From an optimization exercise on the open Yosys and OpenROAD flow, aimed at small area and a short achievable clock period; shortcuts taken in it are not production practice.
Function was checked by simulation only, so behaviour that the tests miss may differ from the original.
No activity file was given, so power comes from the tool's default toggle rates.

`flow/run.sh`:
```
#!/bin/bash
# synth_recipe.tcl (not shown) runs the flow's synth.tcl, then flattens the netlist and writes it again
# the make line also repeats each setting of config.mk as NAME=value (left out here)
make -C /OpenROAD-flow-scripts/flow DESIGN_CONFIG=/design/flow/config.mk WORK_HOME=/design/flow/orfs CLKGATE_MAP_FILE= SYNTH_SCRIPT=/design/flow/synth_recipe.tcl finish
```
`flow/config.mk`:
```
export PLATFORM = sky130hd
export DESIGN_NAME = scoreboard_ctrl
export DESIGN_NICKNAME = scoreboard_ctrl
export VERILOG_FILES = /design/flow/design.v
export SDC_FILE = /design/flow/constraint.sdc
export NUM_CORES = 4
export LEC_CHECK = 0
export CAP_MARGIN = 20
export CORE_MARGIN = 2
export CORE_UTILIZATION = 40
export SLEW_MARGIN = 20
```
`flow/constraint.sdc`:
```
create_clock -name core_clock -period 4.5 [get_ports {clk}]
set_input_delay 0.9000 -clock core_clock [delete_from_list [all_inputs] [get_ports {clk}]]
set_output_delay 0.9000 -clock core_clock [all_outputs]
set_load 0.01 [all_outputs]
```
`flow/design.v`:
```
package sb_pkg;
    typedef logic [31:0] inst_t;
    typedef logic [2:0]  fu_id_t;
    typedef logic [4:0]  reg_idx_t;
    typedef logic [4:0]  fu_op_t;
    localparam int num_fu = 4;
    localparam fu_id_t fu_none = 3'd0;
    localparam fu_id_t fu_alu  = 3'd1;
    localparam fu_id_t fu_mem  = 3'd2;
    localparam fu_id_t fu_mul  = 3'd3;
    localparam fu_id_t fu_div  = 3'd4;
    localparam fu_op_t alu_add   = 5'h01;
    localparam fu_op_t alu_sub   = 5'h02;
    localparam fu_op_t alu_and   = 5'h03;
    localparam fu_op_t alu_or    = 5'h04;
    localparam fu_op_t alu_xor   = 5'h05;
    localparam fu_op_t alu_sll   = 5'h06;
    localparam fu_op_t alu_srl   = 5'h07;
    localparam fu_op_t alu_slt   = 5'h08;
    localparam fu_op_t alu_sltu  = 5'h09;
    localparam fu_op_t alu_sra   = 5'h0a;
    localparam fu_op_t alu_imm   = 5'h10;
    localparam fu_op_t alu_lui   = 5'h1b;
    localparam fu_op_t alu_auipc = 5'h1c;
    localparam fu_op_t mem_lb  = 5'b0_000_0;
    localparam fu_op_t mem_lh  = 5'b0_001_0;
    localparam fu_op_t mem_lw  = 5'b0_010_0;
    localparam fu_op_t mem_lbu = 5'b0_100_0;
    localparam fu_op_t mem_lhu = 5'b0_101_0;
    localparam fu_op_t mem_sb  = 5'b0_000_1;
    localparam fu_op_t mem_sh  = 5'b0_001_1;
    localparam fu_op_t mem_sw  = 5'b0_010_1;
    localparam fu_op_t mul_mul    = 5'd0;
    localparam fu_op_t mul_mulh   = 5'd1;
    localparam fu_op_t mul_mulhsu = 5'd2;
    localparam fu_op_t mul_mulhu  = 5'd3;
    localparam fu_op_t div_div    = 5'd0;
    localparam fu_op_t div_divu   = 5'd1;
    localparam fu_op_t div_rem    = 5'd2;
    localparam fu_op_t div_remu   = 5'd3;
    localparam logic [6:0] opc_r     = 7'b0110011;
    localparam logic [6:0] opc_i     = 7'b0010011;
    localparam logic [6:0] opc_load  = 7'b0000011;
    localparam logic [6:0] opc_store = 7'b0100011;
    localparam logic [6:0] opc_lui   = 7'b0110111;
    localparam logic [6:0] opc_auipc = 7'b0010111;
    localparam logic [6:0] f7_base   = 7'h00;
    localparam logic [6:0] f7_muldiv = 7'h01;
    localparam logic [6:0] f7_alt    = 7'h20;
endpackage
module scoreboard_ctrl (
    input  logic                      clk,
    input  logic                      rst,
    input  sb_pkg::inst_t             inst,
    input  logic                      inst_valid,
    input  logic [sb_pkg::num_fu-1:0] fu_done,
    output logic                      issue_ack,
    output logic [sb_pkg::num_fu-1:0] ro_en,
    output sb_pkg::fu_op_t            ro_op,
    output sb_pkg::reg_idx_t          rs1_ctrl,
    output sb_pkg::reg_idx_t          rs2_ctrl,
    output logic                      reg_write,
    output sb_pkg::fu_id_t            wb_fu,
    output sb_pkg::reg_idx_t          rd_ctrl
);
    logic [4:1]      busy;     
    logic [4:1]      pre;      
    logic [4:1]      rdy1;     
    logic [4:1]      rdy2;
    logic [4:1]      done;     
    logic [4:1][4:0] dst;      
    logic [4:1][4:0] src1;
    logic [4:1][4:0] src2;
    logic [4:0]      op1;      
    logic [3:0]      op2;      
    logic [1:0]      op3;      
    logic [1:0]      op4;
    logic [6:0] opc;
    logic [2:0] f3;
    logic [6:0] f7;
    logic [4:0] rd, rs1, rs2;
    assign opc = inst[6:0];
    assign f3  = inst[14:12];
    assign f7  = inst[31:25];
    assign rd  = inst[11:7];
    assign rs1 = inst[19:15];
    assign rs2 = inst[24:20];
    logic is_r, is_i, is_ld, is_st, is_lui, is_auipc;
    assign is_r     = (opc == sb_pkg::opc_r);
    assign is_i     = (opc == sb_pkg::opc_i);
    assign is_ld    = (opc == sb_pkg::opc_load);
    assign is_st    = (opc == sb_pkg::opc_store);
    assign is_lui   = (opc == sb_pkg::opc_lui);
    assign is_auipc = (opc == sb_pkg::opc_auipc);
    logic f7_0, f7_20, f7_1;
    assign f7_0  = (f7 == sb_pkg::f7_base);
    assign f7_20 = (f7 == sb_pkg::f7_alt);
    assign f7_1  = (f7 == sb_pkg::f7_muldiv);
    logic [4:1] val;           
    assign val[1] = (is_r && (f7_0 || (f7_20 && (f3 == 3'h0 || f3 == 3'h5)))) ||
                    (is_i && (f3 == 3'h1 ? f7_0 : (f3 == 3'h5 ? (f7_0 || f7_20) : 1'b1))) ||
                    is_lui || is_auipc;
    assign val[2] = (is_ld && (f3 != 3'h3 && f3 != 3'h6 && f3 != 3'h7)) ||
                    (is_st && !f3[2] && f3 != 3'h3);
    assign val[3] = is_r && f7_1 && !f3[2];
    assign val[4] = is_r && f7_1 &&  f3[2];
    logic [4:0] alu_op;
    logic       alu_alt;
    assign alu_alt = inst[30] && (inst[5] || f3 == 3'h5);
    always_comb begin
        case (f3)
            3'h0:    alu_op = alu_alt ? sb_pkg::alu_sub : sb_pkg::alu_add;
            3'h1:    alu_op = sb_pkg::alu_sll;
            3'h2:    alu_op = sb_pkg::alu_slt;
            3'h3:    alu_op = sb_pkg::alu_sltu;
            3'h4:    alu_op = sb_pkg::alu_xor;
            3'h5:    alu_op = alu_alt ? sb_pkg::alu_sra : sb_pkg::alu_srl;
            3'h6:    alu_op = sb_pkg::alu_or;
            default: alu_op = sb_pkg::alu_and;
        endcase
        if (!inst[5]) alu_op = alu_op | sb_pkg::alu_imm;
        if (inst[2])  alu_op = inst[5] ? sb_pkg::alu_lui : sb_pkg::alu_auipc;
    end
    logic [4:1][4:0] n_dst, n_src1, n_src2;
    logic [4:1]      has_s1, has_s2, has_d;
    assign has_d  = {1'b1, 1'b1, !inst[5], 1'b1};
    assign has_s1 = {1'b1, 1'b1, 1'b1, !inst[2]};
    assign has_s2 = {1'b1, 1'b1, inst[5], inst[5] && !inst[2]};
    always_comb begin
        for (int u = 1; u <= 4; u++) begin
            n_dst[u]  = has_d[u]  ? rd  : 5'd0;
            n_src1[u] = has_s1[u] ? rs1 : 5'd0;
            n_src2[u] = has_s2[u] ? rs2 : 5'd0;
        end
    end
    logic [4:1][4:1] eq1, eq2;    
    logic [4:1]      war_ok, ro_req, wb_req, rog, wbg;
    always_comb begin
        for (int u = 1; u <= 4; u++)
            for (int v = 1; v <= 4; v++) begin
                eq1[u][v] = (src1[u] == dst[v]);
                eq2[u][v] = (src2[u] == dst[v]);
            end
        for (int v = 1; v <= 4; v++) begin
            war_ok[v] = 1'b1;
            for (int u = 1; u <= 4; u++)
                if (u != v && ((rdy1[u] && eq1[u][v]) || (rdy2[u] && eq2[u][v])))
                    war_ok[v] = 1'b0;
            if (dst[v] == 5'd0) war_ok[v] = 1'b1;
        end
    end
    assign ro_req = rdy1 & rdy2;
    assign wb_req = done & war_ok;
    assign rog = {ro_req[4] & ~|ro_req[3:1], ro_req[3] & ~|ro_req[2:1], ro_req[2] & ~ro_req[1], ro_req[1]};
    assign wbg = {wb_req[4] & ~|wb_req[3:1], wb_req[3] & ~|wb_req[2:1], wb_req[2] & ~wb_req[1], wb_req[1]};
    logic [4:1] dmatch, s1match, s2match;
    logic       waw, pend1, pend2, dec_valid, issue_en;
    logic [4:1] issue;
    always_comb begin
        for (int v = 1; v <= 4; v++) begin
            dmatch[v]  = busy[v] && (dst[v] == rd);
            s1match[v] = busy[v] && !wbg[v] && (dst[v] == rs1);
            s2match[v] = busy[v] && !wbg[v] && (dst[v] == rs2);
        end
    end
    assign waw   = (rd  != 5'd0) && (|dmatch);
    assign pend1 = (rs1 != 5'd0) && (|s1match);
    assign pend2 = (rs2 != 5'd0) && (|s2match);
    assign dec_valid = |val;
    always_comb begin
        for (int u = 1; u <= 4; u++)
            issue[u] = inst_valid && val[u] && !busy[u] && !(has_d[u] && waw);
    end
    assign issue_en = (inst_valid && !dec_valid) || (|issue);
    logic [4:1] wake1, wake2;
    always_comb begin
        for (int u = 1; u <= 4; u++) begin
            wake1[u] = 1'b0;
            wake2[u] = 1'b0;
            for (int v = 1; v <= 4; v++)
                if (v != u) begin
                    if (wbg[v] && eq1[u][v]) wake1[u] = 1'b1;
                    if (wbg[v] && eq2[u][v]) wake2[u] = 1'b1;
                end
            wake1[u] = wake1[u] && pre[u];
            wake2[u] = wake2[u] && pre[u];
        end
    end
    always_ff @(posedge clk or posedge rst) begin
        if (rst) begin
            busy      <= '0;
            pre       <= '0;
            rdy1      <= '0;
            rdy2      <= '0;
            done      <= '0;
            issue_ack <= 1'b0;
        end else begin
            issue_ack <= issue_en;
            for (int u = 1; u <= 4; u++) begin
                if (busy[u]) begin
                    busy[u] <= !wbg[u];
                    pre[u]  <= pre[u] && !rog[u] && !wbg[u];
                    rdy1[u] <= !rog[u] && !wbg[u] && (rdy1[u] || wake1[u]);
                    rdy2[u] <= !rog[u] && !wbg[u] && (rdy2[u] || wake2[u]);
                    done[u] <= !wbg[u] && (done[u] || fu_done[u-1]);
                end else begin
                    busy[u] <= issue[u];
                    pre[u]  <= issue[u];
                    rdy1[u] <= issue[u] && !(has_s1[u] && pend1);
                    rdy2[u] <= issue[u] && !(has_s2[u] && pend2);
                    done[u] <= 1'b0;
                end
            end
        end
    end
    always_ff @(posedge clk) begin
        for (int u = 1; u <= 4; u++) begin
            if (!busy[u]) begin
                dst[u]  <= n_dst[u];
                src1[u] <= n_src1[u];
                src2[u] <= n_src2[u];
            end
        end
        if (!busy[1]) op1 <= alu_op;
        if (!busy[2]) op2 <= {f3, inst[5]};
        if (!busy[3]) op3 <= f3[1:0];
        if (!busy[4]) op4 <= f3[1:0];
    end
    assign ro_en     = rog;
    assign ro_op     = ({5{rog[1]}} & op1) | ({5{rog[2]}} & {1'b0, op2}) |
                       ({5{rog[3]}} & {3'b0, op3}) | ({5{rog[4]}} & {3'b0, op4});
    assign rs1_ctrl  = ({5{rog[1]}} & src1[1]) | ({5{rog[2]}} & src1[2]) |
                       ({5{rog[3]}} & src1[3]) | ({5{rog[4]}} & src1[4]);
    assign rs2_ctrl  = ({5{rog[1]}} & src2[1]) | ({5{rog[2]}} & src2[2]) |
                       ({5{rog[3]}} & src2[3]) | ({5{rog[4]}} & src2[4]);
    assign reg_write = |wb_req;
    assign wb_fu     = {wbg[4], wbg[2] | wbg[3], wbg[1] | wbg[3]};
    assign rd_ctrl   = ({5{wbg[1]}} & dst[1]) | ({5{wbg[2]}} & dst[2]) |
                       ({5{wbg[3]}} & dst[3]) | ({5{wbg[4]}} & dst[4]);
endmodule
```
==> impl_metrics.env, run 1 <==
export IMPL_p_per_area_mw_per_mm2=532
export IMPL_start_util_pct=40.4
export IMPL_power_leakage_nw=3.09
export IMPL_yosysMostFrequentCell="xnor2_1"
export IMPL_p_sw_mw=1.76
export IMPL_cpMaxStageDelayCell="or4b_1"
export IMPL_cp_arrival_ns=3.42
export IMPL_endpoint_kind="output port"
export IMPL_wl_per_cell_um=24.2
export IMPL_clock_path_buffers=2
export IMPL_use_met1_pct=35.9
export IMPL_crit_required_ns=3.60
export IMPL_holdBufCountCts=0
export IMPL_grt_max_degree=26
export IMPL_finalCriticalPeriod_ns=4.32
export IMPL_grt_ovfl_total=0
export IMPL_core_area_mm2=0.0164
export IMPL_final_hold_viol_count=0
export IMPL_max_freq_ghz=0.232
export IMPL_avgSynthCellArea_um2=9.74
export IMPL_wl_um=24300
export IMPL_yosysTopAreaCell="edfxtp_1"
export IMPL_cp_max_fo=9
export IMPL_path_cells="buf_4, xor2_1, nor3_1, nand3_1, o2111a_1, a32oi_1, or4b_1, clkinv_4, nand2_1, o21ai_0, clkdlybuf4s50_1"
export IMPL_final_cells=1006
export IMPL_rows=47
export IMPL_critPathLaunch="dst[19]"
export IMPL_finalCritPeriodShare_pct=95.9
export IMPL_clock_skew_final_ns=0.0133
export IMPL_root_buffer="clkbuf_16"
export IMPL_syn_inst=681
export IMPL_fin_nets=820
export IMPL_antenna_found_initial=0
export IMPL_port_buffers=67
export IMPL_vias=5905
export IMPL_clkTransAtPathRegs_ns=0.07
export IMPL_yosys_warnings=1
export IMPL_clock_latency_ns=0.35
export IMPL_hold_path_class="reg2reg"
export IMPL_dp_cells=945
export IMPL_ir_drop_mv=0.277
export IMPL_whs_ns=0.531
export IMPL_slew_limit_headroom_pct=31.8
export IMPL_numCtsBuffers=9
export IMPL_fin_setup_tns_ns=0
export IMPL_maxCapViolCount=0
export IMPL_setup_viol=0
export IMPL_clock_sinks=94
export IMPL_comb_power_share_pct=46.2
export IMPL_crit_family="buffers and inverters"
export IMPL_worstHoldStart="pre[1]"
export IMPL_grt_pass1_wl_um=36100
export IMPL_die_w_um=133
export IMPL_ant_nets=0
export IMPL_gp_congestion=1.06
export IMPL_power_clock_fraction_pct=17.4
export IMPL_grt_pass1_vias=5787
export IMPL_drive_gt1_share_pct=13.0
export IMPL_yosys_most_used_dff="edfxtp_1"
export IMPL_synthArstFlopShare_pct=22.3
export IMPL_viasPerCell=5.87
export IMPL_drtPass1Iterations=6
export IMPL_p_seq_share_pct=36.4
export IMPL_busiest_layer="met2"
export IMPL_intPower_mw=2.63
export IMPL_synth_seq_cells=94
export IMPL_gr_usage_met2_pct=44.6
export IMPL_startpoint_type="flip-flop"
export IMPL_switching_share_pct=40.1
export IMPL_tritoncts="done"
export IMPL_io_pins=68
export IMPL_die_h_um=133
export IMPL_path_buf_inv=3
export IMPL_yosys_area_top_type_share_pct=33.1
export IMPL_drt_iter0_drc=748
export IMPL_synth_seq_area_share_pct=41.0
export IMPL_dieArea_mm2=0.0176
export IMPL_tightest_slew_ns=1.02
export IMPL_finalMaxSlewViolations=0
export IMPL_netlist_area_mm2=0.00663
export IMPL_max_stage_delay_ns=0.65
export IMPL_r2r_start="dst[19]"
export IMPL_rsz0062_at_grt="false"
export IMPL_utilization_pct=50.3
export IMPL_grt_usage_pct=27.6
export IMPL_htree_levels=3
export IMPL_synth_nets=720
export IMPL_met3_usage_pct=4.71
export IMPL_status="timing/DRC/antenna clean"
export IMPL_synth_cell_types=62
export IMPL_synth_edf_count=73
export IMPL_syn2layout_area_growth_pct=24.4
export IMPL_ys_top_cells_by_area="edfxtp_1 33%, xnor2_1 14%, xor2_1 9.9%"
export IMPL_antenna_cells=0
export IMPL_crit_type="reg2out"
export IMPL_netlist_top_cells_count="105 x xnor2_1, 75 x xor2_1, 73 x edfxtp_1"
export IMPL_dp_hpwl_um=17600
export IMPL_drc=0
state kept, by name (all words and copies together), names as in the netlist, 5 cells and up:
name	flops
src2	20
src1	20
dst	20
op1	5
power by group through the flow:
stage	Sequential (mW)	Combinational (mW)	Clock [mW]
final	1.60	2.03	0.765
after CTS	1.73	1.68	0.776
after detailed placement	1.80	1.53	0
after global placement	1.81	1.51	0
after floorplan	1.44	1.29	0
after global routing	1.61	2.17	0.810
layout by cell type, fill, tap and decap left out, drive strengths merged, types with 19 or more instances in the layout:
master	instances
buf	72
clkdlybuf4s50	67
dfrtp	21
edfxtp	73
nand2	58
nand3	49
nor2	41
nor3	30
o21ai	19
xnor2	105
xor2	75
repair_timing:
item,in CTS,in global routing
buffers inserted,15,30
gates resized for setup,0,6
endpoints found under the setup margin,5,5
area by class of cell:
type / count / area [µm²]
multi-input combinational: 521 / 3600
inverter: 16 / 65.1
clock inverter: 4 / 48.8
timing repair buffer: 139 / 1300
fill: 1479 / 8160
tap: 220 / 275
sequential: 94 / 2720
clock buffer: 12 / 246
stage by stage:
step	instance area, µm²	setup slack (ns)	power [mW]
after floorplan	6630	1.40	2.73
after global placement	7500	0.188	3.32
after detailed placement	7500	0.187	3.34
after CTS	7950	0.00122	4.18
after global routing	8250	0.00440	4.59
final	8250	0.183	4.39
worst reg2reg max path: stages (launching register included):
cell	delay [ns]
edfxtp_1	0.61
buf_4	0.27
xor2_1	0.18
nor3_1	0.10
nand3_1	0.13
o2111a_1	0.21
a32oi_1	0.07
or4b_1	0.65
buf_4	0.22
o22ai_1	0.26
a21oi_1	0.13
o32ai_2	0.21
path summary, 6_finish.rpt:
check                      depth (start not counted)  slack, ns         end
max                                               11       0.18  rd_ctrl[2]
min                                                2       0.53      pre[1]
max reg2reg                                       11       1.35     rdy2[3]
min reg2reg                                        2       0.53      pre[1]
max in group asynchronous                          2       2.97     busy[2]
min in group asynchronous                          2       1.01     rdy2[3]
routing by layer:
metal	vias to the layer above	wire, µm
met1	2907	10000
met3	82	1740
met2	311	11500
met5	-	0
met4	0	1030
li1	2605	-
logic make-up after synthesis:
| group | synth area share (%) |
|---|---|
| AOI/OAI and AO/OA | 12.1 |
| buffers and inverters | 5.19 |
| DFF | 41.0 |
| xor gates and xnor gates | 23.8 |
| and+or+nand+nor | 17.9 |
==> inputs of run 2 (changes only) <==
--- a/flow/config.mk
+++ b/flow/config.mk
@@ -10,2 +10,3 @@
 export CORE_UTILIZATION = 40
+export SETUP_SLACK_MARGIN = 1.5
 export SLEW_MARGIN = 20
==> run 2 against run 1 <==
Utilization increased by 3.5 points; power increased by 7.3%; still clean on timing, DRC and antenna; synthesized cell count unchanged; non-clock buffer count increased by 47; sequential power about the same; design area increased by 7.0%; critical endpoint unchanged; synthesized area unchanged; critical path depth decreased by 1; routed wire length increased by 9.2%.
==> impl_metrics.env, run 2 <==
export IMPL_clock_latency_ns=0.36
export IMPL_yosysMostFrequentCell="xnor2_1"
export IMPL_grt_ovfl_total=0
export IMPL_clock_path_buffers=2
export IMPL_dieArea_mm2=0.0176
export IMPL_fin_setup_tns_ns=0
export IMPL_die_w_um=133
export IMPL_endpoint_kind="output port"
export IMPL_wl_um=26500
export IMPL_io_pins=68
export IMPL_holdBufCountCts=0
export IMPL_wl_per_cell_um=25.2
export IMPL_setup_viol=0
export IMPL_ys_top_cells_by_area="edfxtp_1 33%, xnor2_1 14%, xor2_1 9.9%"
export IMPL_numCtsBuffers=9
export IMPL_clock_sinks=94
export IMPL_port_buffers=67
export IMPL_final_cell_mix="99 x xnor2_1, 97 x buf_4, 73 x edfxtp_1, 71 x xor2_1, 57 x nand2_1"
export IMPL_synth_edf_count=73
export IMPL_vias=6221
export IMPL_antenna_found_initial=0
export IMPL_startpoint_type="flip-flop"
export IMPL_yosys_warnings=1
export IMPL_tritoncts="done"
export IMPL_final_cells=1053
export IMPL_start_util_pct=40.4
export IMPL_tightest_slew_ns=0.960
export IMPL_synth_cell_types=62
export IMPL_power_mw=4.71
export IMPL_ir_drop_mv=0.273
export IMPL_dp_hpwl_um=18500
export IMPL_rsz0062_at_grt="true"
export IMPL_root_buffer="clkbuf_16"
export IMPL_yosys_area_top_type_share_pct=33.1
export IMPL_yosys_most_used_dff="edfxtp_1"
export IMPL_crit_required_ns=3.60
export IMPL_crit_type="reg2out"
export IMPL_drive_gt1_share_pct=27.3
export IMPL_clkTransAtPathRegs_ns=0.08
export IMPL_grt_max_degree=22
export IMPL_antenna_cells=0
export IMPL_htree_levels=3
export IMPL_finalMaxSlewViolations=0
export IMPL_netlist_top_cells_count="105 x xnor2_1, 75 x xor2_1, 73 x edfxtp_1"
export IMPL_yosysTopAreaCell="edfxtp_1"
export IMPL_finalCritPeriodShare_pct=83.5
export IMPL_p_per_area_mw_per_mm2=534
export IMPL_grt_pass1_wl_um=39400
export IMPL_drt_iter0_drc=848
export IMPL_reg_largest_list="dst x20, src1 x20, src2 x20"
export IMPL_syn2layout_area_growth_pct=33.1
export IMPL_maxCapViolCount=0
export IMPL_slew_limit_headroom_pct=35.9
export IMPL_cp_arrival_ns=2.86
export IMPL_power_leakage_nw=3.46
export IMPL_cp_max_fo=8
export IMPL_fillers=1433
export IMPL_grt_usage_pct=30.3
export IMPL_clock_skew_final_ns=0.0117
export IMPL_syn_inst=681
export IMPL_viasPerCell=5.91
export IMPL_dp_cells=944
export IMPL_netlist_area_mm2=0.00663
export IMPL_synth_nets=720
export IMPL_synth_seq_area_share_pct=41.0
export IMPL_hold_path_class="reg2reg"
export IMPL_die_h_um=133
export IMPL_synth_seq_cells=94
export IMPL_dp_slack_ns=0.0466
export IMPL_core_area_mm2=0.0164
export IMPL_layout_setup_ws_ns=0.742
export IMPL_gp_congestion=1.00
export IMPL_final_hold_viol_count=0
export IMPL_avgSynthCellArea_um2=9.74
export IMPL_finalCriticalPeriod_ns=3.76
export IMPL_grt_pass1_vias=6175
export IMPL_rows=47
export IMPL_fin_nets=867
export IMPL_drtPass1Iterations=6
export IMPL_max_freq_ghz=0.266
export IMPL_final_common_cell="xnor2_1"
export IMPL_ant_nets=0
export IMPL_status="timing/DRC/antenna clean"
export IMPL_drc=0
export IMPL_synthArstFlopShare_pct=22.3
-- run 2: layout make-up --
| type | count | area (µm²) | area share [%] |
|---|---|---|---|
| inverter | 16 | 80.1 | 0.908 |
| timing repair buffer | 186 | 1570 | 17.8 |
| multi-input combinational | 521 | 3880 | 44.0 |
| clock buffer | 11 | 254 | 2.88 |
| sequential | 94 | 2720 | 30.9 |
| tap | 220 | 275 | 3.12 |
| clock inverter | 5 | 37.5 | 0.425 |
-- run 2: worst paths after layout --
check | endpoint | cells after the start | slack [ns] | start
hold / removal | pre[1] | 2 | 0.53 | pre[1]
hold reg to reg | pre[1] | 2 | 0.53 | pre[1]
max in group asynchronous | rdy2[2] | 2 | 2.96 | rst
setup / recovery | rd_ctrl[2] | 10 | 0.74 | dst[9]
setup reg to reg | rdy1[3] | 13 | 1.39 | dst[15]
min in group asynchronous | busy[3] | 2 | 0.98 | rst
-- run 2: worst max-delay path: stages (launching register included) --
cell,delay [ns]
edfxtp_1,0.41
buf_4,0.21
xor2_1,0.28
nor3_4,0.10
a221o_1,0.39
o21a_1,0.26
and2_4,0.20
a221oi_1,0.29
buf_4,0.18
o21ai_2,0.05
buf_2,0.13
-- run 2: through the flow --
stage	hold WS, ns	util, %	area (µm²)
2_1_floorplan	0.457	-	6710
3_3_place_gp	0.508	46.0	7550
3_5_place_dp	0.514	46.0	7550
4_1_cts	0.530	52.8	8670
5_1_grt	0.557	53.8	8820
6_report	0.527	53.8	8820
-- run 2: logic make-up (layout without fill, tap and decap cells) --
logic type,after synthesis,count (layout),synth area share [%]
flops,94,94,41.0
xor+xnor,180,180,23.8
compound gates,102,102,12.1
simple gates,239,239,17.9
buf+inv,66,218,5.19
-- run 2: power breakdown --
| group | switching (mW) | internal [mW] | leakage, nW | total, mW |
|---|---|---|---|---|
| logic | 1.25 | 1.07 | 2.26 | 2.32 |
| clock network | 0.362 | 0.413 | 0.146 | 0.775 |
| registers | 0.381 | 1.24 | 1.06 | 1.62 |
| total | 1.99 | 2.72 | 3.46 | 4.71 |
-- run 2: layer usage --
layer | vias up | share of wire [%] | wire length, µm | track usage [%]
met2 | 371 | 46 | 12300 | 47.0
met4 | 0 | 5.2 | 1370 | 17.4
met3 | 89 | 8.2 | 2190 | 5.52
met5 | - | 0 | 0 | 0
li1 | 2706 | - | - | -
met1 | 3055 | 40 | 10700 | 39.8
-- run 2: what timing repair did --
item | 4_1_cts | 5_1_grt
pin swaps | 27 | 17
cloned | 1 | 0
setup buffers | 82 | 10
setup endpoints to repair | 40 | 32
gates resized for setup | 121 | 49
==> inputs of run 3 (changes only) <==
==> flow/flow/run.sh (new file) <==
#!/bin/bash
# Standard ORFS layout, with the port buffers made from plain buffers
# instead of the delay cells buffer_ports picks on its own.
set -euo pipefail
export BUFFER_PORTS_ARGS="-buffer_cell sky130_fd_sc_hd__buf_2"
bash standard.sh > make.log 2>&1
==> flow/standard.sh (new file) <==
#!/bin/bash
# synth_recipe.tcl (not shown) runs the flow's synth.tcl, then flattens the netlist and writes it again
# the make line also repeats each setting of config.mk as NAME=value (left out here)
make -C /OpenROAD-flow-scripts/flow DESIGN_CONFIG=/design/flow/config.mk WORK_HOME=/design/flow/orfs CLKGATE_MAP_FILE= SYNTH_SCRIPT=/design/flow/synth_recipe.tcl "${@:-finish}"
--- a/flow/config.mk
+++ b/flow/config.mk
@@ -10,3 +10,2 @@
 export CORE_UTILIZATION = 40
-export SETUP_SLACK_MARGIN = 1.5
 export SLEW_MARGIN = 20
removed: flow/run.sh
==> run 3 against run 2 <==
Still clean on timing, DRC and antenna; die area unchanged; fmax decreased by 14%; utilization decreased by 8.1 points; first-iteration DRC count decreased by 10%; register-to-register slack got worse by 0.36 ns; via count decreased by 8.6%; global-route usage decreased by 2.6 points; non-clock buffer count decreased by 91; design area decreased by 15%; critical path type unchanged; critical endpoint is now rd_ctrl[1]; highest routed layer unchanged.
==> impl_metrics.env, run 3 <==
export IMPL_clock_path_buffers=2
export IMPL_stdcell_area_mm2=0.00749
export IMPL_drive_gt1_share_pct=16.3
export IMPL_numCtsBuffers=9
export IMPL_r2r_start="dst[16]"
export IMPL_ant_nets=0
export IMPL_synth_seq_cells=94
export IMPL_grt_usage_pct=27.7
export IMPL_start_util_pct=40.4
export IMPL_yosysTopAreaCell="edfxtp_1"
export IMPL_fin_setup_tns_ns=0
export IMPL_crit_type="reg2out"
export IMPL_synth_seq_area_share_pct=41.0
export IMPL_vias=5688
export IMPL_port_buffers=67
export IMPL_layout_setup_ws_ns=0.111
export IMPL_clkTransAtPathRegs_ns=0.07
export IMPL_syn2layout_area_growth_pct=13.0
export IMPL_clock_skew_final_ns=0.00676
export IMPL_hold_end="pre[1]"
export IMPL_p_seq_share_pct=42.6
export IMPL_placed_area_mm2=0.00702
export IMPL_crit_required_ns=3.60
export IMPL_cp_max_fo=11
export IMPL_crit_family="simple AND/OR/NAND/NOR gates"
export IMPL_wl_met2_um=10900
export IMPL_switching_share_pct=42.0
export IMPL_path_buf_inv=2
export IMPL_whs_ns=0.554
export IMPL_viasPerCell=5.91
export IMPL_rows=47
export IMPL_final_common_cell="xnor2_1"
export IMPL_yosys_warnings=1
export IMPL_dieArea_mm2=0.0176
export IMPL_p_per_area_mw_per_mm2=552
export IMPL_final_cells=962
export IMPL_synthArstFlopShare_pct=22.3
export IMPL_clock_sinks=94
export IMPL_intPower_mw=2.40
export IMPL_drc=0
export IMPL_final_hold_viol_count=0
export IMPL_slew_limit_headroom_pct=29.7
export IMPL_synth_edf_count=73
export IMPL_power_mw=4.14
export IMPL_gp_congestion=0.962
export IMPL_status="timing/DRC/antenna clean"
export IMPL_hold_depth=2
export IMPL_wl_um=24100
export IMPL_power_clock_fraction_pct=19.0
export IMPL_finalMaxSlewViolations=0
export IMPL_grt_pass1_wl_um=36000
export IMPL_cp_arrival_ns=3.49
export IMPL_yosys_most_used_dff="edfxtp_1"
export IMPL_root_buffer="clkbuf_16"
export IMPL_wl_met3_um=1660
export IMPL_p_sw_mw=1.74
export IMPL_yosysMostFrequentCell="xnor2_1"
export IMPL_synth_cell_types=62
export IMPL_wl_per_cell_um=25.0
export IMPL_core_area_mm2=0.0164
export IMPL_setup_viol=0
export IMPL_ir_drop_mv=0.279
export IMPL_htree_levels=3
export IMPL_tightest_slew_ns=1.05
export IMPL_path_cells="xor2_1, nor3_1, a211o_1, o21ai_1, or4b_1, clkinv_4, nand2_1, o21ai_0, buf_2"
export IMPL_max_stage_delay_ns=0.92
export IMPL_worstHoldStart="pre[1]"
export IMPL_finalCriticalPeriod_ns=4.39
export IMPL_cpMaxStageDelayCell="edfxtp_1"
export IMPL_grt_pass1_vias=5625
export IMPL_fin_nets=776
export IMPL_die_w_um=133
export IMPL_power_leakage_nw=2.91
export IMPL_clock_latency_ns=0.35
export IMPL_post_cts_resized=0
export IMPL_maxCapViolCount=0
export IMPL_synth_nets=720
export IMPL_reg_largest_list="dst x20, src1 x20, src2 x20"
export IMPL_finalCritPeriodShare_pct=97.5
export IMPL_drt_iter0_drc=759
export IMPL_top_layer_used="met4"
export IMPL_rsz0062_at_grt="false"
export IMPL_endpoint_kind="output port"
export IMPL_yosys_area_top_type_share_pct=33.1
export IMPL_avgSynthCellArea_um2=9.74
export IMPL_hold_path_class="reg2reg"
export IMPL_tritoncts="done"
export IMPL_antenna_found_initial=0
export IMPL_dp_slack_ns=0.360
export IMPL_utilization_pct=45.7
export IMPL_startpoint_type="flip-flop"
export IMPL_max_freq_ghz=0.228
export IMPL_holdBufCountCts=0
export IMPL_drtPass1Iterations=6
export IMPL_grt_max_degree=26
export IMPL_regToRegEndpoint="rdy1[3]"
export IMPL_antenna_cells=0
export IMPL_dp_cells=926
export IMPL_wl_met1_um=10200
export IMPL_ys_top_cells_by_area="edfxtp_1 33%, xnor2_1 14%, xor2_1 9.9%"
export IMPL_comb_power_share_pct=38.4
export IMPL_dp_hpwl_um=17200
export IMPL_syn_inst=681
export IMPL_rrSetupSlack_ns=1.03
export IMPL_netlist_area_mm2=0.00663
export IMPL_netlist_top_cells_count="105 x xnor2_1, 75 x xor2_1, 73 x edfxtp_1"
export IMPL_grt_ovfl_total=0
export IMPL_io_pins=68
export IMPL_die_h_um=133
export IMPL_r2r_cells=10
export IMPL_final_cell_mix="105 x xnor2_1, 75 x xor2_1, 73 x edfxtp_1, 67 x buf_2, 58 x nand2_1"
## run 3: power groups by stage
stage	Combinational, mW	Clock [mW]	Sequential, mW
floorplan	1.29	0	1.44
global placement	1.36	0	1.86
detailed placement	1.37	0	1.86
CTS	1.42	0.794	1.82
global route	1.75	0.829	1.77
finish	1.59	0.786	1.76
## run 3: routing by layer
layer	track usage (%)	vias to the layer above
li1	-	2520
met1	37.3	2821
met2	42.9	273
met3	4.67	74
met4	14.6	0
met5	0	-
## run 3: layout make-up
type | instances | area, µm²
clock buffers | 9 | 225
inverters | 16 | 65.1
repair buffers | 95 | 571
flip-flops and latches | 94 | 2720
multi-input cells | 521 | 3570
well taps | 220 | 275
fillers | 1570 | 8910
clock inverters | 7 | 71.3
## run 3: cell families (layout without fill, tap and decap cells)
logic type	count (synthesis)	count (layout)	synth area share, %
xor gates and xnor gates	180	180	23.8
buffers and inverters	66	127	5.19
DFF	94	94	41.0
AOI/OAI and AO/OA	102	102	12.1
and+or+nand+nor	239	239	17.9
## run 3: what timing repair did
item / in CTS / in global routing
setup buffers: 6 / 14
pin swaps: 0 / 0
endpoints found under the hold margin: 0 / 0
endpoints found under the setup margin: 3 / 5
## run 3: worst reg2reg max path, delay by kind of cell (launching register included)
family	cells	cell delay [ns]
AOI/OAI and AO/OA	5	1.25
and+or+nand+nor	3	0.91
DFF	1	0.87
buffers and inverters	1	0.17
xor gates and xnor gates	1	0.15
## run 3: worst max path at each step
stage | from | end | slack [ns] | depth (start not counted)
after floorplan | dst[3] | rd_ctrl[3] | 1.40 | 11
after global placement | dst[13] | rd_ctrl[3] | 0.37 | 10
after detailed placement | dst[13] | rd_ctrl[3] | 0.36 | 10
after CTS | dst[12] | rd_ctrl[3] | 0.01 | 10
after global routing | dst[14] | rd_ctrl[1] | 0.006 | 9
final | dst[14] | rd_ctrl[1] | 0.11 | 9
==> inputs of run 4 (changes only) <==
--- a/flow/design.v
+++ b/flow/design.v
@@ -135,10 +135,33 @@
     end
-    logic [4:1][4:1] eq1, eq2;    
-    logic [4:1]      war_ok, ro_req, wb_req, rog, wbg;
-    always_comb begin
+    logic       rd_nz, rs1_nz, rs2_nz;
+    assign rd_nz  = (rd  != 5'd0);
+    assign rs1_nz = (rs1 != 5'd0);
+    assign rs2_nz = (rs2 != 5'd0);
+    logic [4:1] rs1_hit, rs2_hit, rd_hit;    
+    logic [4:1] rd_s1, rd_s2;                
+    always_comb begin
+        for (int v = 1; v <= 4; v++) begin
+            rs1_hit[v] = rs1_nz && (rs1 == dst[v]);
+            rs2_hit[v] = rs2_nz && (rs2 == dst[v]);
+            rd_hit[v]  = rd_nz  && (rd  == dst[v]);
+            rd_s1[v]   = rd_nz  && (rd  == src1[v]);
+            rd_s2[v]   = rd_nz  && (rd  == src2[v]);
+        end
+    end
+    logic [4:1][4:1] eq1, eq2;
+    always_ff @(posedge clk) begin
         for (int u = 1; u <= 4; u++)
-            for (int v = 1; v <= 4; v++) begin
-                eq1[u][v] = (src1[u] == dst[v]);
-                eq2[u][v] = (src2[u] == dst[v]);
-            end
+            for (int v = 1; v <= 4; v++)
+                if (u != v) begin
+                    if (!busy[u]) begin
+                        eq1[u][v] <= has_s1[u] && rs1_hit[v];
+                        eq2[u][v] <= has_s2[u] && rs2_hit[v];
+                    end else if (!busy[v]) begin
+                        eq1[u][v] <= has_d[v] && rd_s1[u];
+                        eq2[u][v] <= has_d[v] && rd_s2[u];
+                    end
+                end
+    end
+    logic [4:1] war_ok, ro_req, wb_req, rog, wbg;
+    always_comb begin
         for (int v = 1; v <= 4; v++) begin
@@ -148,3 +171,2 @@
                     war_ok[v] = 1'b0;
-            if (dst[v] == 5'd0) war_ok[v] = 1'b1;
         end
@@ -155,15 +177,7 @@
     assign wbg = {wb_req[4] & ~|wb_req[3:1], wb_req[3] & ~|wb_req[2:1], wb_req[2] & ~wb_req[1], wb_req[1]};
-    logic [4:1] dmatch, s1match, s2match;
     logic       waw, pend1, pend2, dec_valid, issue_en;
     logic [4:1] issue;
-    always_comb begin
-        for (int v = 1; v <= 4; v++) begin
-            dmatch[v]  = busy[v] && (dst[v] == rd);
-            s1match[v] = busy[v] && !wbg[v] && (dst[v] == rs1);
-            s2match[v] = busy[v] && !wbg[v] && (dst[v] == rs2);
-        end
-    end
-    assign waw   = (rd  != 5'd0) && (|dmatch);
-    assign pend1 = (rs1 != 5'd0) && (|s1match);
-    assign pend2 = (rs2 != 5'd0) && (|s2match);
+    assign waw   = |(busy & rd_hit);
+    assign pend1 = |(busy & ~wbg & rs1_hit);
+    assign pend2 = |(busy & ~wbg & rs2_hit);
     assign dec_valid = |val;
--- a/flow/config.mk
+++ b/flow/config.mk
@@ -10,2 +10,3 @@
 export CORE_UTILIZATION = 40
+export SETUP_SLACK_MARGIN = 2.0
 export SLEW_MARGIN = 20
==> run 4 against run 3 <==
Power shrank 4.4%; synthesized area shrank 3.8%; critical endpoint is now rd_ctrl[0]; fmax grew 34%; final cell count shrank 7.1%; utilization grew 4.7 points; global-route usage shrank 3.3 points; worst hold slack lost 0.057 ns; via count shrank 9.9%; clock power grew 67%; largest power group unchanged; combinational power shrank 45%.
==> impl_metrics.env, run 4 <==
export IMPL_rsz0062_at_grt="true"
export IMPL_yosysTopAreaCell="edfxtp_1"
export IMPL_switching_share_pct=33.0
export IMPL_ir_drop_mv=0.416
export IMPL_grt_usage_pct=24.4
export IMPL_max_stage_delay_ns=0.52
export IMPL_stdcell_area_mm2=0.00791
export IMPL_cpMaxStageDelayCell="a222oi_1"
export IMPL_synth_seq_cells=118
export IMPL_start_util_pct=40.6
export IMPL_crit_type="reg2out"
export IMPL_synth_top_family_by_area="simple AND/OR/NAND/NOR gates"
export IMPL_drc=0
export IMPL_clock_path_buffers=2
export IMPL_rows=46
export IMPL_endpoint_kind="output port"
export IMPL_synth_area_mux_share_pct=0
export IMPL_final_common_cell="edfxtp_1"
export IMPL_final_cell_mix="97 x edfxtp_1, 64 x xor2_1, 60 x nand2_1, 57 x buf_2, 36 x xnor2_1"
export IMPL_cp_max_fo=7
export IMPL_drive_gt1_share_pct=24.9
export IMPL_placed_area_mm2=0.00685
export IMPL_p_per_area_mw_per_mm2=500
export IMPL_synth_nets=617
export IMPL_io_pins=68
export IMPL_cp_arrival_ns=2.37
export IMPL_max_freq_ghz=0.305
export IMPL_synth_seq_area_share_pct=53.9
export IMPL_port_buffers=67
export IMPL_syn2layout_area_growth_pct=24.1
export IMPL_vias=5123
export IMPL_synth_xor_area_share_pct=13.7
export IMPL_layout_setup_ws_ns=1.23
export IMPL_comb_power_share_pct=22.1
export IMPL_yosys_most_used_dff="edfxtp_1"
export IMPL_wl_per_cell_um=22.0
export IMPL_startpoint_type="flip-flop"
export IMPL_dp_hpwl_um=13500
export IMPL_synth_fa_ha_area_share_pct=0
export IMPL_yosysMostFrequentCell="edfxtp_1"
export IMPL_grt_pass1_wl_um=30500
export IMPL_hold_path_class="reg2reg"
export IMPL_avgSynthCellArea_um2=11.0
export IMPL_fillers=1433
export IMPL_holdBufCountCts=0
export IMPL_grt_ovfl_total=0
export IMPL_die_h_um=130
export IMPL_ant_nets=0
export IMPL_synth_cell_types=56
export IMPL_reg_largest_list="dst x20, src1 x20, src2 x20"
export IMPL_whs_ns=0.497
export IMPL_clock_sinks=118
export IMPL_tritoncts="done"
export IMPL_p_sw_mw=1.30
export IMPL_fin_nets=706
export IMPL_maxCapViolCount=0
export IMPL_synth_compound_area_share_pct=13.2
export IMPL_ys_top_cells_by_area="edfxtp_1 46%, xor2_1 8.8%, dfrtp_1 8.2%"
export IMPL_clkTransAtPathRegs_ns=0.06
export IMPL_finalMaxSlewViolations=0
export IMPL_die_w_um=130
export IMPL_synth_simple_gate_area_share_pct=15.6
export IMPL_synthArstFlopShare_pct=17.8
export IMPL_numCtsBuffers=17
export IMPL_path_cells="a222oi_1, nand4_2, nor4b_4, buf_6, a22oi_2, o21ai_1, buf_2"
export IMPL_wl_um=19700
export IMPL_dieArea_mm2=0.0170
export IMPL_viasPerCell=5.73
export IMPL_netlist_top_cells_count="97 x edfxtp_1, 64 x xor2_1, 61 x nand2_1"
export IMPL_drtPass1Iterations=7
export IMPL_grt_pass1_vias=5249
export IMPL_root_buffer="clkbuf_16"
export IMPL_antenna_found_initial=0
export IMPL_final_hold_viol_count=0
export IMPL_tightest_slew_ns=1.01
export IMPL_finalCritPeriodShare_pct=72.8
export IMPL_gp_congestion=0.932
export IMPL_clock_skew_final_ns=0.0171
export IMPL_power_clock_fraction_pct=33.1
export IMPL_antenna_cells=0
export IMPL_core_area_mm2=0.0157
export IMPL_status="timing/DRC/antenna clean"
export IMPL_p_seq_share_pct=44.8
export IMPL_htree_levels=4
export IMPL_yosys_warnings=1
export IMPL_drt_iter0_drc=644
export IMPL_netlist_area_mm2=0.00637
export IMPL_intPower_mw=2.65
export IMPL_setup_viol=0
export IMPL_power_leakage_nw=3.13
export IMPL_finalCriticalPeriod_ns=3.27
export IMPL_crit_required_ns=3.60
export IMPL_slew_limit_headroom_pct=32.4
export IMPL_yosys_area_top_type_share_pct=45.7
export IMPL_dp_slack_ns=1.50
export IMPL_clock_latency_ns=0.43
export IMPL_syn_inst=578
export IMPL_fin_setup_tns_ns=0
export IMPL_grt_max_degree=27
export IMPL_synth_edf_count=97
[run 4: changes by cell type in the layout (fill, tap and decap cells not counted), moves of 8 or more]
| cell | change |
|---|---|
| clkbuf_16 | +8 |
| o21ai_0 | +21 |
| nor3_1 | -15 |
| nor2_1 | -16 |
| a22oi_1 | +10 |
| xnor2_1 | -69 |
| nand4_1 | +9 |
| edfxtp_1 | +24 |
| buf_2 | -10 |
| a222oi_1 | +8 |
| a21oi_1 | -8 |
| xor2_1 | -11 |
| nand3_1 | -32 |
| buf_6 | +15 |
[run 4: through the flow]
stage / total power [mW] / std cells / utilization, %
after CTS: 3.92 / 885 / 49.3
after global placement: 2.52 / 827 / 43.6
final: 3.95 / 894 / 50.3
after global routing: 4.12 / 894 / 50.3
after detailed placement: 2.53 / 827 / 43.6
after floorplan: 2.22 / 578 / -
[run 4: power groups by stage]
| stage | clock network [mW] | registers (mW) | logic, mW |
|---|---|---|---|
| global route | 1.37 | 1.80 | 0.950 |
| global placement | 0 | 1.78 | 0.738 |
| floorplan | 0 | 1.66 | 0.557 |
| detailed placement | 0 | 1.78 | 0.744 |
| finish | 1.31 | 1.77 | 0.874 |
| CTS | 1.32 | 1.77 | 0.829 |
[run 4: cells by family after synthesis]
| family | Yosys count |
|---|---|
| and+or+nand+nor | 192 |
| DFF | 118 |
| AOI/OAI and AO/OA | 117 |
| xor gates and xnor gates | 100 |
| buffers and inverters | 51 |
[run 4: timing repair]
item / 4_1_cts / 5_1_grt
endpoints found under the setup margin: 31 / 44
pin swaps: 22 / 19
setup buffers: 25 / 9
hold endpoints to repair: 0 / 0
gates resized for setup: 28 / 27
cloned: 3 / 0
[run 4: final timing paths]
check	from	slack, ns	end	depth (start not counted)
min in group asynchronous	rst	0.64	busy[3]	2
max	rdy2[1]	1.23	rd_ctrl[0]	7
min	done[1]	0.50	done[1]	2
max reg2reg	rdy2[1]	1.84	rdy1[1]	10
min reg2reg	done[1]	0.50	done[1]	2
max in group asynchronous	rst	3.29	rdy1[2]	2
[run 4: critical path, delay by kind of cell, from the launching register on]
kind                   cells  cell delay [ns]
AO/OA/AOI/OAI              3             0.75
buffers and inverters      2             0.29
flip-flops                 1             0.42
AND/OR/NAND/NOR            2             0.47
[run 4: layout make-up]
cell class	instances	area, µm²	share of cell area [%]
clock buffers	17	425	5.38
clock inverters	13	135	1.71
inverters	14	52.6	0.664
multi-input cells	410	2840	35.9
flip-flops and latches	118	3440	43.5
well taps	216	270	3.42
repair buffers	106	747	9.44
[run 4: per-layer routing]
| layer | track usage [%] | vias to the layer above | share of wire (%) |
|---|---|---|---|
| li1 | - | 2319 | - |
| met1 | 32.3 | 2496 | 43 |
| met2 | 38.1 | 251 | 46 |
| met3 | 6.07 | 57 | 7.3 |
| met4 | 11.2 | 0 | 3.8 |
| met5 | 0 | - | 0 |
==> inputs of run 5 (changes only) <==
--- a/flow/config.mk
+++ b/flow/config.mk
@@ -10,3 +10,3 @@
 export CORE_UTILIZATION = 40
-export SETUP_SLACK_MARGIN = 2.0
+export SETUP_SLACK_MARGIN = 1.5
 export SLEW_MARGIN = 20
==> run 5 against run 4 <==
First-iteration DRC count fell by 9.0%; power decreased by 3.8%; still clean on timing, DRC and antenna; setup slack improved by 0.013 ns; clock power decreased by 5%; sequential power barely moved; routed wire length fell by 4.9%; utilization fell by 2.1 points; die area stayed put; fmax up 0.40%; register-to-register slack about the same; synthesized area stayed put; largest cell class unchanged; global-route usage is 1.2 points lower.
==> impl_metrics.env, run 5 <==
export IMPL_power_leakage_nw=2.99
export IMPL_synthArstFlopShare_pct=17.8
export IMPL_antenna_cells=0
export IMPL_syn2layout_area_growth_pct=18.9
export IMPL_wl_met1_um=8010
export IMPL_wl_um=18700
export IMPL_root_buffer="clkbuf_16"
export IMPL_grt_pass1_wl_um=28900
export IMPL_slew_limit_headroom_pct=33.3
export IMPL_rsz0062_at_grt="true"
export IMPL_ir_drop_mv=0.269
export IMPL_max_stage_delay_ns=0.43
export IMPL_startpoint_type="flip-flop"
export IMPL_grt_ovfl_total=0
export IMPL_grt_usage_pct=23.2
export IMPL_final_hold_viol_count=0
export IMPL_final_common_cell="edfxtp_1"
export IMPL_dieArea_mm2=0.0170
export IMPL_fillers=1446
export IMPL_wl_met2_um=8760
export IMPL_endpoint_kind="output port"
export IMPL_grt_max_degree=27
export IMPL_fin_nets=685
export IMPL_core_area_mm2=0.0157
export IMPL_gp_congestion=0.915
export IMPL_avgSynthCellArea_um2=11.0
export IMPL_clock_sinks=118
export IMPL_hold_depth=2
export IMPL_final_cell_mix="97 x edfxtp_1, 66 x buf_2, 64 x xor2_1, 61 x nand2_1"
export IMPL_crit_required_ns=3.60
export IMPL_wl_met3_um=1490
export IMPL_holdBufCountCts=0
export IMPL_finalMaxSlewViolations=0
export IMPL_netlist_area_mm2=0.00637
export IMPL_yosysTopAreaCell="edfxtp_1"
export IMPL_cpMaxStageDelayCell="edfxtp_1"
export IMPL_tritoncts="done"
export IMPL_port_buffers=67
export IMPL_start_util_pct=40.6
export IMPL_p_per_area_mw_per_mm2=502
export IMPL_die_w_um=130
export IMPL_synth_nets=617
export IMPL_status="timing/DRC/antenna clean"
export IMPL_grt_pass1_vias=5004
export IMPL_synth_seq_area_share_pct=53.9
export IMPL_htree_levels=4
export IMPL_io_pins=68
export IMPL_maxCapViolCount=0
export IMPL_cp_depth=7
export IMPL_reg_largest_list="dst x20, src1 x20, src2 x20"
export IMPL_synth_edf_count=97
export IMPL_ys_top_cells_by_area="edfxtp_1 46%, xor2_1 8.8%, dfrtp_1 8.2%"
export IMPL_crit_type="reg2out"
export IMPL_r2r_cells=10
export IMPL_clock_skew_final_ns=0.0121
export IMPL_ant_nets=0
export IMPL_dp_hpwl_um=13200
export IMPL_cp_max_fo=7
export IMPL_numCtsBuffers=17
export IMPL_synth_seq_cells=118
export IMPL_drive_gt1_share_pct=21.1
export IMPL_die_h_um=130
export IMPL_setup_viol=0
export IMPL_crit_family="compound AO/OA/AOI/OAI gates"
export IMPL_yosys_area_top_type_share_pct=45.7
export IMPL_path_cells="a222oi_1, nand4_1, nor4b_4, buf_6, a22oi_1, o21ai_1, buf_2"
export IMPL_drtPass1Iterations=6
export IMPL_clock_latency_ns=0.42
export IMPL_drt_iter0_drc=586
export IMPL_drc=0
export IMPL_yosysMostFrequentCell="edfxtp_1"
export IMPL_rows=46
export IMPL_stdcell_area_mm2=0.00758
export IMPL_fin_setup_tns_ns=0
export IMPL_max_freq_ghz=0.307
export IMPL_hold_path_class="reg2reg"
export IMPL_top_layer_used="met4"
export IMPL_finalCriticalPeriod_ns=3.26
export IMPL_netlist_top_cells_count="97 x edfxtp_1, 64 x xor2_1, 61 x nand2_1"
export IMPL_syn_inst=578
export IMPL_synth_cell_types=56
export IMPL_yosys_most_used_dff="edfxtp_1"
export IMPL_path_buf_inv=2
export IMPL_clkTransAtPathRegs_ns=0.05
export IMPL_yosys_warnings=1
export IMPL_tightest_slew_ns=0.999
export IMPL_finalCritPeriodShare_pct=72.5
export IMPL_wl_per_cell_um=21.4
export IMPL_viasPerCell=5.75
export IMPL_placed_area_mm2=0.00683
export IMPL_antenna_found_initial=0
export IMPL_clock_path_buffers=2
export IMPL_vias=5029
export IMPL_cp_arrival_ns=2.36
run 5: changes by cell type in the layout (fill, tap and decap cells not counted), moves of 2 or more:
cell	delta
a22oi_1	+2
buf_4	-12
buf_2	+9
buf_12	-2
o21ai_0	+3
nor2_1	+3
buf_6	-11
clkbuf_4	-5
nor2_4	-2
o21ai_1	-3
a22oi_2	-2
run 5: kinds of logic after synthesis:
kind of cell    share of synthesized area (%)
flops                                    53.9
compound gates                           13.2
xor+xnor                                 13.7
buf+inv                                  3.51
simple gates                             15.6
run 5: final timing paths:
kind | end | startpoint | slack, ns
min in group asynchronous | pre[4] | rst | 0.64
max in group asynchronous | rdy2[1] | rst | 3.28
max | rd_ctrl[0] | eq2[3] | 1.24
max reg2reg | rdy2[1] | rdy2[2] | 1.84
min reg2reg | done[1] | done[1] | 0.50
min | done[1] | done[1] | 0.50
run 5: timing repair:
action,in CTS,in global routing
setup endpoints to repair,20,9
gates cloned,1,0
pin swaps,12,5
buffers inserted,12,4
gates resized for setup,14,9
run 5: worst register-to-register path, cell delays in order (launching register included):
cell and delay, ns:
dfrtp_1 0.43, a222oi_1 0.45, buf_4 0.19, buf_4 0.11, and3_4 0.20, buf_4 0.18
o21ai_1 0.21, o22a_1 0.28, o211ai_2 0.13, nand2_1 0.10, a41o_1 0.26
run 5: per-stage QoR:
stage	setup slack, ns	util, %	std cells	hold slack, ns	power (mW)
after floorplan	1.88	-	578	0.445	2.21
after global placement	1.36	43.5	826	0.482	2.50
after detailed placement	1.34	43.5	826	0.493	2.51
after CTS	1.32	47.9	870	0.513	3.78
after global routing	1.09	48.2	874	0.542	3.97
final	1.24	48.2	874	0.499	3.80
run 5: layer usage:
layer,GRT usage [%],vias up
met5,0,-
met4,9.17,0
met3,5.13,37
met2,36.7,256
met1,31.1,2454
li1,-,2282
run 5: where the power goes:
part	switching, mW	internal (mW)
clock network	0.488	0.750
registers	0.258	1.50
logic	0.502	0.302
run 5: cell type report:
| type | instances | area, µm² | area share, % |
|---|---|---|---|
| Sequential cell | 118 | 3440 | 45.4 |
| Clock inverter | 13 | 110 | 1.45 |
| Clock buffer | 18 | 429 | 5.66 |
| Inverter | 14 | 52.6 | 0.693 |
| Tap cell | 216 | 270 | 3.56 |
| Multi-Input combinational cell | 410 | 2780 | 36.7 |
| Timing Repair Buffer | 85 | 500 | 6.60 |
==> inputs of run 6 (changes only) <==
--- a/flow/design.v
+++ b/flow/design.v
@@ -135,2 +135,3 @@
     end
+    logic [4:1] wake1, wake2;
     logic       rd_nz, rs1_nz, rs2_nz;
@@ -164,15 +165,30 @@
     end
-    logic [4:1] war_ok, ro_req, wb_req, rog, wbg;
-    always_comb begin
+    logic [4:1] ro_req, rog, wbg, done_n, rdy1_n, rdy2_n, war_n, wb_req_n, wbg_n;
+    logic [4:0] rd_n;
+    assign ro_req = rdy1 & rdy2;
+    assign rog = {ro_req[4] & ~|ro_req[3:1], ro_req[3] & ~|ro_req[2:1], ro_req[2] & ~ro_req[1], ro_req[1]};
+    always_comb begin
+        for (int u = 1; u <= 4; u++) begin
+            done_n[u] = busy[u] && !wbg[u] && (done[u] || fu_done[u-1]);
+            rdy1_n[u] = busy[u] && !rog[u] && !wbg[u] && (rdy1[u] || wake1[u]);
+            rdy2_n[u] = busy[u] && !rog[u] && !wbg[u] && (rdy2[u] || wake2[u]);
+        end
         for (int v = 1; v <= 4; v++) begin
-            war_ok[v] = 1'b1;
+            war_n[v] = 1'b0;
             for (int u = 1; u <= 4; u++)
-                if (u != v && ((rdy1[u] && eq1[u][v]) || (rdy2[u] && eq2[u][v])))
-                    war_ok[v] = 1'b0;
-        end
-    end
-    assign ro_req = rdy1 & rdy2;
-    assign wb_req = done & war_ok;
-    assign rog = {ro_req[4] & ~|ro_req[3:1], ro_req[3] & ~|ro_req[2:1], ro_req[2] & ~ro_req[1], ro_req[1]};
-    assign wbg = {wb_req[4] & ~|wb_req[3:1], wb_req[3] & ~|wb_req[2:1], wb_req[2] & ~wb_req[1], wb_req[1]};
+                if (u != v && ((rdy1_n[u] && eq1[u][v]) || (rdy2_n[u] && eq2[u][v])))
+                    war_n[v] = 1'b1;
+        end
+    end
+    assign wb_req_n = done_n & ~war_n;
+    assign wbg_n = {wb_req_n[4] & ~|wb_req_n[3:1], wb_req_n[3] & ~|wb_req_n[2:1],
+                    wb_req_n[2] & ~wb_req_n[1], wb_req_n[1]};
+    assign rd_n  = ({5{wbg_n[1]}} & dst[1]) | ({5{wbg_n[2]}} & dst[2]) |
+                   ({5{wbg_n[3]}} & dst[3]) | ({5{wbg_n[4]}} & dst[4]);
+    logic [4:0] rd_q;
+    always_ff @(posedge clk or posedge rst) begin
+        if (rst) wbg <= '0;
+        else     wbg <= wbg_n;
+    end
+    always_ff @(posedge clk) rd_q <= rd_n;
     logic       waw, pend1, pend2, dec_valid, issue_en;
@@ -188,3 +204,2 @@
     assign issue_en = (inst_valid && !dec_valid) || (|issue);
-    logic [4:1] wake1, wake2;
     always_comb begin
@@ -249,6 +264,5 @@
                        ({5{rog[3]}} & src2[3]) | ({5{rog[4]}} & src2[4]);
-    assign reg_write = |wb_req;
+    assign reg_write = |wbg;
     assign wb_fu     = {wbg[4], wbg[2] | wbg[3], wbg[1] | wbg[3]};
-    assign rd_ctrl   = ({5{wbg[1]}} & dst[1]) | ({5{wbg[2]}} & dst[2]) |
-                       ({5{wbg[3]}} & dst[3]) | ({5{wbg[4]}} & dst[4]);
+    assign rd_ctrl   = rd_q;
 endmodule
==> run 6 against run 5 <==
Still clean on timing, DRC and antenna; register-to-register slack got worse by 0.32 ns; design area increased by 2.8%; final cell count increased by 2.9%; critical path type is now reg2reg.
==> impl_metrics.env, run 6 <==
export IMPL_fin_setup_tns_ns=0
export IMPL_tritoncts="done"
export IMPL_netlist_top_cells_count="97 x edfxtp_1, 67 x nand2_1, 64 x xor2_1"
export IMPL_grt_max_degree=27
export IMPL_hold_depth=2
export IMPL_cp_max_fo=16
export IMPL_synthArstFlopShare_pct=19.7
export IMPL_worstHoldStart="done[3]"
export IMPL_drtPass1Iterations=7
export IMPL_status="timing/DRC/antenna clean"
export IMPL_whs_ns=0.495
export IMPL_maxCapViolCount=0
export IMPL_start_util_pct=40.7
export IMPL_io_pins=68
export IMPL_clkTransAtPathRegs_ns=0.06
export IMPL_use_met1_pct=29.9
export IMPL_endpoint_kind="flip-flop"
export IMPL_setup_viol=0
export IMPL_rrSetupSlack_ns=1.52
export IMPL_regToRegEndpoint="rd_q[2]"
export IMPL_cp_arrival_ns=3.27
export IMPL_syn2layout_area_growth_pct=16.4
export IMPL_clock_sinks=127
export IMPL_ant_nets=0
export IMPL_ys_top_cells_by_area="edfxtp_1 43%, dfrtp_1 9.3%, xor2_1 8.4%"
export IMPL_synth_area_mux_share_pct=0.149
export IMPL_synth_cell_types=59
export IMPL_hold_path_class="reg2reg"
export IMPL_netlist_area_mm2=0.00670
export IMPL_gr_usage_met2_pct=37.7
export IMPL_core_area_mm2=0.0165
export IMPL_synth_edf_count=97
export IMPL_utilization_pct=47.3
export IMPL_final_common_cell="edfxtp_1"
export IMPL_power_mw=3.87
export IMPL_clock_latency_ns=0.42
export IMPL_htree_levels=4
export IMPL_yosys_most_used_dff="edfxtp_1"
export IMPL_cpMaxStageDelayCell="a222oi_1"
export IMPL_yosysMostFrequentCell="edfxtp_1"
export IMPL_synth_nets=655
export IMPL_drt_iter0_drc=548
export IMPL_startpoint_type="flip-flop"
export IMPL_met3_usage_pct=4.76
export IMPL_rsz0062_at_grt="true"
export IMPL_max_stage_delay_ns=0.46
export IMPL_slew_limit_headroom_pct=29.8
export IMPL_wl_um=20300
export IMPL_dp_hpwl_um=14100
export IMPL_final_cell_mix="97 x edfxtp_1, 67 x nand2_1, 67 x buf_2, 64 x xor2_1, 36 x xnor2_1"
export IMPL_hold_end="done[3]"
export IMPL_crit_required_ns=4.79
export IMPL_power_leakage_nw=3.16
export IMPL_synth_simple_gate_area_share_pct=15.6
export IMPL_regArea_mm2=0.00364
export IMPL_ir_drop_mv=0.300
export IMPL_yosysTopAreaCell="edfxtp_1"
export IMPL_synth_fa_ha_area_share_pct=0
export IMPL_viasPerCell=5.89
export IMPL_grt_usage_pct=22.8
export IMPL_antenna_cells=0
export IMPL_clock_path_buffers=2
export IMPL_gp_congestion=0.937
export IMPL_grt_pass1_vias=5166
export IMPL_numCtsBuffers=17
export IMPL_crit_type="reg2reg"
export IMPL_port_buffers=67
export IMPL_synth_top_family_by_area="simple AND/OR/NAND/NOR gates"
export IMPL_final_hold_viol_count=0
export IMPL_grt_ovfl_total=0
export IMPL_finalCritPeriodShare_pct=66.2
export IMPL_grt_pass1_wl_um=30100
export IMPL_die_h_um=133
export IMPL_synth_xor_area_share_pct=13.1
export IMPL_r2r_cells=9
export IMPL_tightest_slew_ns=1.05
export IMPL_die_w_um=133
export IMPL_synth_compound_area_share_pct=12.8
export IMPL_fin_nets=705
export IMPL_drc=0
export IMPL_synth_seq_cells=127
export IMPL_finalCriticalPeriod_ns=2.98
export IMPL_busiest_layer="met2"
export IMPL_wl_per_cell_um=22.6
export IMPL_path_cells="buf_4, a22oi_1, and4_1, buf_4, nor3_1, a222oi_1, and4b_2, and2b_4, a222oi_1"
export IMPL_antenna_found_initial=0
export IMPL_avgSynthCellArea_um2=10.9
export IMPL_fillers=1561
export IMPL_max_freq_ghz=0.336
export IMPL_yosys_area_top_type_share_pct=43.5
export IMPL_yosys_warnings=1
export IMPL_p_per_area_mw_per_mm2=497
export IMPL_vias=5297
export IMPL_drive_gt1_share_pct=17.5
export IMPL_rows=47
export IMPL_dieArea_mm2=0.0178
export IMPL_root_buffer="clkbuf_16"
export IMPL_finalMaxSlewViolations=0
export IMPL_synth_seq_area_share_pct=54.3
export IMPL_clock_skew_final_ns=0.00582
export IMPL_multiInputGateArea_mm2=0.00281
export IMPL_syn_inst=616
export IMPL_reg_largest_list="dst x20, src1 x20, src2 x20"
export IMPL_r2r_start="rdy2[1]"
-- run 6: worst max path at each step --
stage,start,to,slack [ns],cells past startpoint
after floorplan,inst[7],rdy2[2],1.81,7
after global placement,inst[11],rdy2[2],1.48,8
after detailed placement,inst[11],issue_ack,1.34,8
after CTS,rdy1[1],rs2_ctrl[4],1.50,7
after global routing,rdy2[1],rd_q[2],1.38,9
final,rdy2[1],rd_q[2],1.52,9
-- run 6: critical path: cells and delay by family (launching register included) --
kind	cells	cell delay [ns]
buffers and inverters	2	0.41
AOI/OAI and AO/OA	3	0.96
and+or+nand+nor	4	1.08
DFF	1	0.41
-- run 6: repair_timing --
action	in CTS	in global routing
resized for setup	1	4
pin swaps	0	3
endpoints found under the setup margin	11	16
hold buffers	0	0
cloned	0	1
setup buffers	0	4
-- run 6: routing by layer --
layer / wire, µm / share of wire [%] / up-vias
met5: 0 / 0 / -
met4: 392 / 1.9 / 0
met3: 1650 / 8.1 / 43
met2: 9840 / 48 / 292
met1: 8410 / 41 / 2610
li1: - / - / 2352
-- run 6: kinds of logic (layout without fill, tap and decap cells) --
| family | after synthesis | in the layout |
|---|---|---|
| AND/OR/NAND/NOR | 208 | 209 |
| flip-flops | 127 | 127 |
| AO/OA/AOI/OAI | 116 | 116 |
| XOR/XNOR | 100 | 100 |
| buffers and inverters | 64 | 126 |
| multiplexers | 1 | 1 |
-- run 6: layout make-up --
type | instances | area share [%]
Tap cell | 220 | 3.53
Timing Repair Buffer | 75 | 5.23
Multi-Input combinational cell | 426 | 36.0
Inverter | 19 | 0.915
Clock buffer | 19 | 5.95
Sequential cell | 127 | 46.7
Clock inverter | 13 | 1.67
-- run 6: through the flow --
stage,cell area (µm²),setup slack [ns],cells
after floorplan,6700,1.81,616
after global placement,7150,1.48,862
after detailed placement,7150,1.34,862
after CTS,7740,1.50,894
after global routing,7800,1.38,899
final,7800,1.52,899
-- run 6: power by group --
part | switching [mW] | internal (mW) | total (mW)
Sequential | 0.253 | 1.56 | 1.82
Combinational | 0.422 | 0.247 | 0.669
Clock | 0.528 | 0.862 | 1.39
Total | 1.20 | 2.67 | 3.87

-- static timing again, ports no longer ideal --
No port has a modelled driver above. Below, the same layouts with a new extraction and two added sets of constraints.
Step 1 (the two cells are an assumption about what drives the block):
set clk [get_ports {clk}]
set_driving_cell -lib_cell sky130_fd_sc_hd__clkbuf_16 $clk
set_driving_cell -lib_cell sky130_fd_sc_hd__buf_2 [delete_from_list [all_inputs] $clk]
Step 2, shift: input delay + t, output delay - t, t = (earliest + latest rising clock arrival at the registers) / 2. This alone moves slack from input paths to output paths.
a / b / c = no drivers / after step 1 / after step 2; a / b = the first two.
run | t (ns) | setup slack, ns | slew at the worst register clock pin (ns)
run 1 | 0.392 | 0.183 / 0.139 / 0.530 | 0.07 / 0.07
run 2 | 0.400 | 0.742 / 0.701 / 1.101 | 0.08 / 0.08
run 3 | 0.390 | 0.111 / 0.068 / 0.458 | 0.07 / 0.07
run 4 | 0.462 | 1.225 / 1.183 / 1.645 | 0.06 / 0.06
run 5 | 0.458 | 1.238 / 1.192 / 1.352 | 0.06 / 0.06
run 6 | 0.457 | 1.521 / 1.521 / 1.296 | 0.06 / 0.06
After both steps setup and hold are still met in every run listed. For run 6, which loses most, drivers alone change the setup slack by 0.000 ns; drivers and shift together by -0.225 ns.
